What follows belongs to an exercise in optimizing a design on an open flow for small area, a short achievable clock period and few clock cycles per item; a production flow would make more cautious choices.
The RTL was checked by simulation tests, not by an equivalence proof against the original design.

==> inputs of 08-06 <==
==> flow/design.v <==
module alu_seq #(
  parameter int XLEN = 64
) (
  input  logic            clk_i,
  input  logic            rst_n_i,
  input  logic            req_valid_i,
  output logic            req_ready_o,
  input  logic [3:0]      op_i,
  input  logic [XLEN-1:0] a_i,
  input  logic [XLEN-1:0] b_i,
  input  logic            cin_i,
  output logic            rsp_valid_o,
  input  logic            rsp_ready_i,
  output logic [XLEN-1:0] result_o,
  output logic            cflag_o,
  output logic            vflag_o,
  output logic            zflag_o
);
  localparam int SHW = $clog2(XLEN);
  localparam logic [3:0] OP_ADD  = 4'd0;
  localparam logic [3:0] OP_SUB  = 4'd1;
  localparam logic [3:0] OP_AND  = 4'd2;
  localparam logic [3:0] OP_XOR  = 4'd3;
  localparam logic [3:0] OP_SLL  = 4'd4;
  localparam logic [3:0] OP_SRL  = 4'd5;
  localparam logic [3:0] OP_SRA  = 4'd6;
  localparam logic [3:0] OP_SLTU = 4'd7;
  localparam logic [3:0] OP_SLT  = 4'd8;
  localparam logic [3:0] OP_MULU = 4'd9;
  localparam logic [3:0] OP_DIVU = 4'd10;
  localparam logic [3:0] OP_REMU = 4'd11;
  localparam logic [1:0] PH_SINGLE = 2'd0;   
  localparam logic [1:0] PH_MSETUP = 2'd1;   
  localparam logic [1:0] PH_DSETUP = 2'd2;   
  localparam logic [1:0] PH_ITER   = 2'd3;   
  function automatic logic [SHW:0] nbits(input logic [XLEN-1:0] x);
    logic [XLEN-1:0]  nz [SHW+1];
    logic [SHW-1:0]   ix [SHW+1][XLEN];
    nz[0] = x;
    for (int j = 0; j < XLEN; j++) ix[0][j] = '0;
    for (int k = 1; k <= SHW; k++) begin
      nz[k] = '0;
      for (int j = 0; j < (XLEN >> k); j++) begin
        ix[k][j] = '0;
        nz[k][j] = nz[k-1][2*j+1] | nz[k-1][2*j];
        if (nz[k-1][2*j+1]) ix[k][j] = ix[k-1][2*j+1] | SHW'(1 << (k-1));
        else                ix[k][j] = ix[k-1][2*j];
      end
      for (int j = (XLEN >> k); j < XLEN; j++) ix[k][j] = '0;
    end
    nbits = nz[SHW][0] ? ({1'b0, ix[SHW][0]} + (SHW+1)'(1)) : '0;
  endfunction
  logic             ev;           
  logic [1:0]       ph;
  logic [SHW-1:0]   cnt;
  logic [XLEN-1:0]  x_q, y_q, p_q;
  logic [SHW:0]     na_q, nb_q;   
  logic             o_add, o_arith, o_and, o_xor, o_sll, o_srl, o_sra;
  logic             o_sltu, o_slt, o_mul, o_div, o_rem;
  logic             b_two, b_nz, b_neg, ci_q;
  logic             r0v, r1v;
  logic [XLEN-1:0]  r0_res, r1_res;
  logic             r0_c, r0_v, r1_c, r1_v;
  logic early;        
  logic e_last;       
  logic fire;         
  logic accept;
  logic take;
  assign early  = (nb_q == '0) || (na_q < nb_q);
  assign e_last = (ph == PH_SINGLE) ||
                  (ph == PH_ITER && cnt == '0) ||
                  (ph == PH_DSETUP && early);
  assign fire   = ev & e_last & ~r1v;
  assign req_ready_o = ~ev | (e_last & ~r1v);
  assign accept = req_valid_i & req_ready_o;
  assign take   = r0v & rsp_ready_i;
  logic [XLEN-1:0] bop;
  logic [XLEN:0]   sum_full;
  logic [XLEN-1:0] sum;
  logic            cout, ovf;
  assign bop      = ((b_two ? {y_q[XLEN-2:0], 1'b0} : y_q) & {XLEN{b_nz}}) ^ {XLEN{b_neg}};
  assign sum_full = {1'b0, x_q} + {1'b0, bop} + {{XLEN{1'b0}}, ci_q};
  assign sum      = sum_full[XLEN-1:0];
  assign cout     = sum_full[XLEN];
  assign ovf      = (x_q[XLEN-1] == bop[XLEN-1]) && (sum[XLEN-1] != x_q[XLEN-1]);
  logic            norm;
  logic [XLEN-1:0] sh_d;
  logic [SHW-1:0]  sh_s;
  logic            sh_left;
  logic [XLEN-1:0] sh_hi, sh_lo;
  logic [SHW-1:0]  sh_amt;
  logic [2*XLEN-1:0] sh_cat;
  logic [XLEN-1:0] sh_out;
  logic [SHW:0]    dalign;
  assign norm    = (ph == PH_DSETUP);
  assign dalign  = na_q - nb_q;
  assign sh_d    = norm ? y_q : x_q;
  assign sh_s    = norm ? dalign[SHW-1:0] : y_q[SHW-1:0];
  assign sh_left = norm | o_sll;
  assign sh_hi   = sh_left ? {1'b0, sh_d[XLEN-1:1]} : {XLEN{o_sra & sh_d[XLEN-1]}};
  assign sh_lo   = sh_left ? {sh_d[0], {(XLEN-1){1'b0}}} : sh_d;
  assign sh_amt  = sh_left ? ~sh_s : sh_s;
  assign sh_cat  = {sh_hi, sh_lo} >> sh_amt;
  assign sh_out  = sh_cat[XLEN-1:0];
  logic [XLEN-1:0] alu_res;
  logic            alu_c, alu_v;
  always_comb begin
    alu_res = '0;
    if (o_add)  alu_res = alu_res | sum;
    if (o_and)  alu_res = alu_res | (x_q & y_q);
    if (o_xor)  alu_res = alu_res | (x_q ^ y_q);
    if (o_sll | o_srl | o_sra) alu_res = alu_res | sh_out;
    if (o_sltu) alu_res = alu_res | {{(XLEN-1){1'b0}}, ~cout};
    if (o_slt)  alu_res = alu_res | {{(XLEN-1){1'b0}}, sum[XLEN-1] ^ ovf};
    alu_c = o_arith & cout;
    alu_v = o_arith & ovf;
  end
  logic            swap;
  logic [SHW:0]    nmin;
  logic [XLEN-1:0] mplier;
  logic [XLEN-1:0] x_nx, y_nx, p_nx;
  logic [1:0]      bd;        
  logic            bd_prev;
  assign swap   = na_q < nb_q;
  assign nmin   = swap ? na_q : nb_q;
  assign mplier = swap ? x_q : y_q;
  always_comb begin
    x_nx = x_q;
    y_nx = y_q;
    p_nx = p_q;
    bd      = 2'b00;
    bd_prev = 1'b0;
    case (ph)
      PH_MSETUP: begin
        x_nx = '0;
        y_nx = swap ? y_q : x_q;
        p_nx = mplier;
        bd      = mplier[1:0];
        bd_prev = 1'b0;
      end
      PH_DSETUP: begin
        y_nx = sh_out;
        p_nx = {XLEN{nb_q == '0}};
      end
      PH_ITER: begin
        if (o_mul) begin
          x_nx = sum;
          y_nx = {y_q[XLEN-3:0], 2'b00};
          p_nx = {2'b00, p_q[XLEN-1:2]};
          bd      = p_q[3:2];
          bd_prev = p_q[1];
        end else begin
          x_nx = cout ? sum : x_q;
          y_nx = {1'b0, y_q[XLEN-1:1]};
          p_nx = {p_q[XLEN-2:0], cout};
        end
      end
      default: ;
    endcase
  end
  logic [XLEN-1:0] e_res;
  logic            e_c, e_v;
  always_comb begin
    if (ph == PH_SINGLE) begin
      e_res = alu_res;
      e_c   = alu_c;
      e_v   = alu_v;
    end else begin
      e_res = o_div ? p_nx : x_nx;
      e_c   = 1'b0;
      e_v   = 1'b0;
    end
  end
  logic advance;    
  assign advance = ev & (~e_last | fire);
  always_ff @(posedge clk_i or negedge rst_n_i) begin
    if (!rst_n_i) begin
      ev <= 1'b0;
      ph <= PH_SINGLE;
    end else if (accept) begin
      ev <= 1'b1;
      ph <= (op_i == OP_MULU) ? PH_MSETUP :
            (op_i == OP_DIVU || op_i == OP_REMU) ? PH_DSETUP : PH_SINGLE;
    end else if (advance) begin
      if (e_last) ev <= 1'b0;
      else        ph <= PH_ITER;
    end
  end
  always_ff @(posedge clk_i) begin
    if (accept) begin
      x_q    <= a_i;
      y_q    <= b_i;
      na_q   <= nbits(a_i);
      nb_q   <= nbits(b_i);
      o_add   <= (op_i == OP_ADD) || (op_i == OP_SUB);
      o_arith <= (op_i == OP_ADD) || (op_i == OP_SUB) || (op_i == OP_SLTU) || (op_i == OP_SLT);
      o_and   <= (op_i == OP_AND);
      o_xor   <= (op_i == OP_XOR);
      o_sll   <= (op_i == OP_SLL);
      o_srl   <= (op_i == OP_SRL);
      o_sra   <= (op_i == OP_SRA);
      o_sltu  <= (op_i == OP_SLTU);
      o_slt   <= (op_i == OP_SLT);
      o_mul   <= (op_i == OP_MULU);
      o_div   <= (op_i == OP_DIVU);
      o_rem   <= (op_i == OP_REMU);
      b_two  <= 1'b0;
      b_nz   <= 1'b1;
      b_neg  <= (op_i != OP_ADD);
      ci_q   <= (op_i == OP_ADD) ? cin_i : 1'b1;
    end else if (advance && !e_last) begin
      x_q <= x_nx;
      y_q <= y_nx;
      p_q <= p_nx;
      if (o_mul) begin
        b_two <= (bd == 2'b01 && bd_prev) || (bd == 2'b10 && !bd_prev);
        b_nz  <= !((bd == 2'b11 && bd_prev) || (bd == 2'b00 && !bd_prev));
        b_neg <= bd[1] && !(bd[0] && bd_prev);
        ci_q  <= bd[1] && !(bd[0] && bd_prev);
      end
      if (ph == PH_MSETUP)      cnt <= SHW'(nmin >> 1);
      else if (ph == PH_DSETUP) cnt <= dalign[SHW-1:0];
      else                      cnt <= cnt - SHW'(1);
    end
  end
  always_ff @(posedge clk_i or negedge rst_n_i) begin
    if (!rst_n_i) begin
      r0v <= 1'b0;
      r1v <= 1'b0;
    end else begin
      if (!r0v || take) begin
        r0v <= r1v | fire;
        r1v <= 1'b0;
      end else if (fire) begin
        r1v <= 1'b1;
      end
    end
  end
  always_ff @(posedge clk_i) begin
    if (!r0v || take) begin
      r0_res <= r1v ? r1_res : e_res;
      r0_c   <= r1v ? r1_c   : e_c;
      r0_v   <= r1v ? r1_v   : e_v;
    end
    if (r0v && !take && fire) begin
      r1_res <= e_res;
      r1_c   <= e_c;
      r1_v   <= e_v;
    end
  end
  assign rsp_valid_o = r0v;
  assign result_o    = r0_res;
  assign cflag_o     = r0_c;
  assign vflag_o     = r0_v;
  assign zflag_o     = (r0_res == '0);
endmodule
==> flow/run.sh <==
#!/bin/bash
# synth_recipe.tcl (not shown) runs the flow's synth.tcl, then flattens the netlist and writes it again
# the make line also repeats each setting of config.mk as NAME=value (left out here)
make -C /OpenROAD-flow-scripts/flow DESIGN_CONFIG=/design/flow/config.mk WORK_HOME=/design/flow/orfs CLKGATE_MAP_FILE= SYNTH_SCRIPT=/design/flow/synth_recipe.tcl finish
==> flow/config.mk <==
export PLATFORM = sky130hd
export DESIGN_NAME = alu_seq
export DESIGN_NICKNAME = alu_seq
export VERILOG_FILES = /design/flow/design.v
export SDC_FILE = /design/flow/constraint.sdc
export NUM_CORES = 4
export LEC_CHECK = 0
export CAP_MARGIN = 20
export CORE_MARGIN = 2
export CORE_UTILIZATION = 40
export PLACE_DENSITY = 0.6
export SLEW_MARGIN = 20
==> flow/constraint.sdc <==
create_clock -name core_clock -period 8.0 [get_ports {clk_i}]
set_input_delay 1.6000 -clock core_clock [delete_from_list [all_inputs] [get_ports {clk_i}]]
set_output_delay 1.6000 -clock core_clock [all_outputs]
set_load 0.01 [all_outputs]
==> inputs of 10-05, as changes to 08-06 <==
- SETUP_SLACK_MARGIN: unset -> 4
==> flow_summary_export.csv <==
group,metric,value,unit
setup_path,cp_cell_sequence,"buf_4 > mux2_2 > nand2_1 > xnor2_1 > ha_1 > nand4_1 > nor4b_1 > nand3_2 > a2111oi_0 > o21ai_0 > a31oi_1 > and2_1 > a22o_1",
timing,min_period,6430,ps
outcome,status,"no timing/DRC/antenna violations",
cells_and_area,n_antenna_cell,11,
cells_and_area,clkCellAreaFrac,3.23,%
That was 08-06.
==> flow_summary_export.csv <==
group,metric,value,unit
setup_path,cp_cell_sequence,"buf_12 > buf_12 > nand3b_1 > xor2_1 > fa_2 > fa_2 > nand2b_4 > a21oi_4 > o211ai_1 > o2111ai_4 > and3_4 > o21ai_4 > buf_12 > buf_6 > buf_16 > buf_4 > a32oi_4 > o2111ai_2 > and2_4 > mux2_2",
cells_and_area,clkCellAreaFrac,2.55,%
cells_and_area,n_antenna_cell,18,
outcome,status,"no timing/DRC/antenna violations",
cells_and_area,syn2layout_area_growth,43.1,%
timing,min_period,4740,ps
That was 10-05.
Testbench counts of 08-06, summed over its fixed seeds: cycles 8,920, items 2,048.
Testbench counts of 10-05, summed over its fixed seeds: cycles 8,920, items 2,048.

-- what the ideal ports hide --
The results above use ideal ports. As a check the final layouts listed here were re-extracted and re-timed, cells and wires unchanged. Step 1 assumes that a clkbuf_16 drives the clock port and a buf_2 every other input. Step 2 adds t to the input delays and takes it off the output delays; t is the mean of the earliest and latest rising clock arrival at the registers after step 1. Input paths then give back, and output paths get back, about the clock's delay inside the block. Three values: ideal ports, drivers, drivers and shift; two values: the first two.
| run | shift t [ns] | slack for setup (ns) | cell pins on the clock port's net |
|---|---|---|---|
| 08-06 | 0.746 | 1.575 / 1.575 / 1.575 | 1 |
| 10-05 | 0.760 | 3.261 / 3.261 / 3.261 | 1 |
After both steps setup and hold are still met in every run listed.
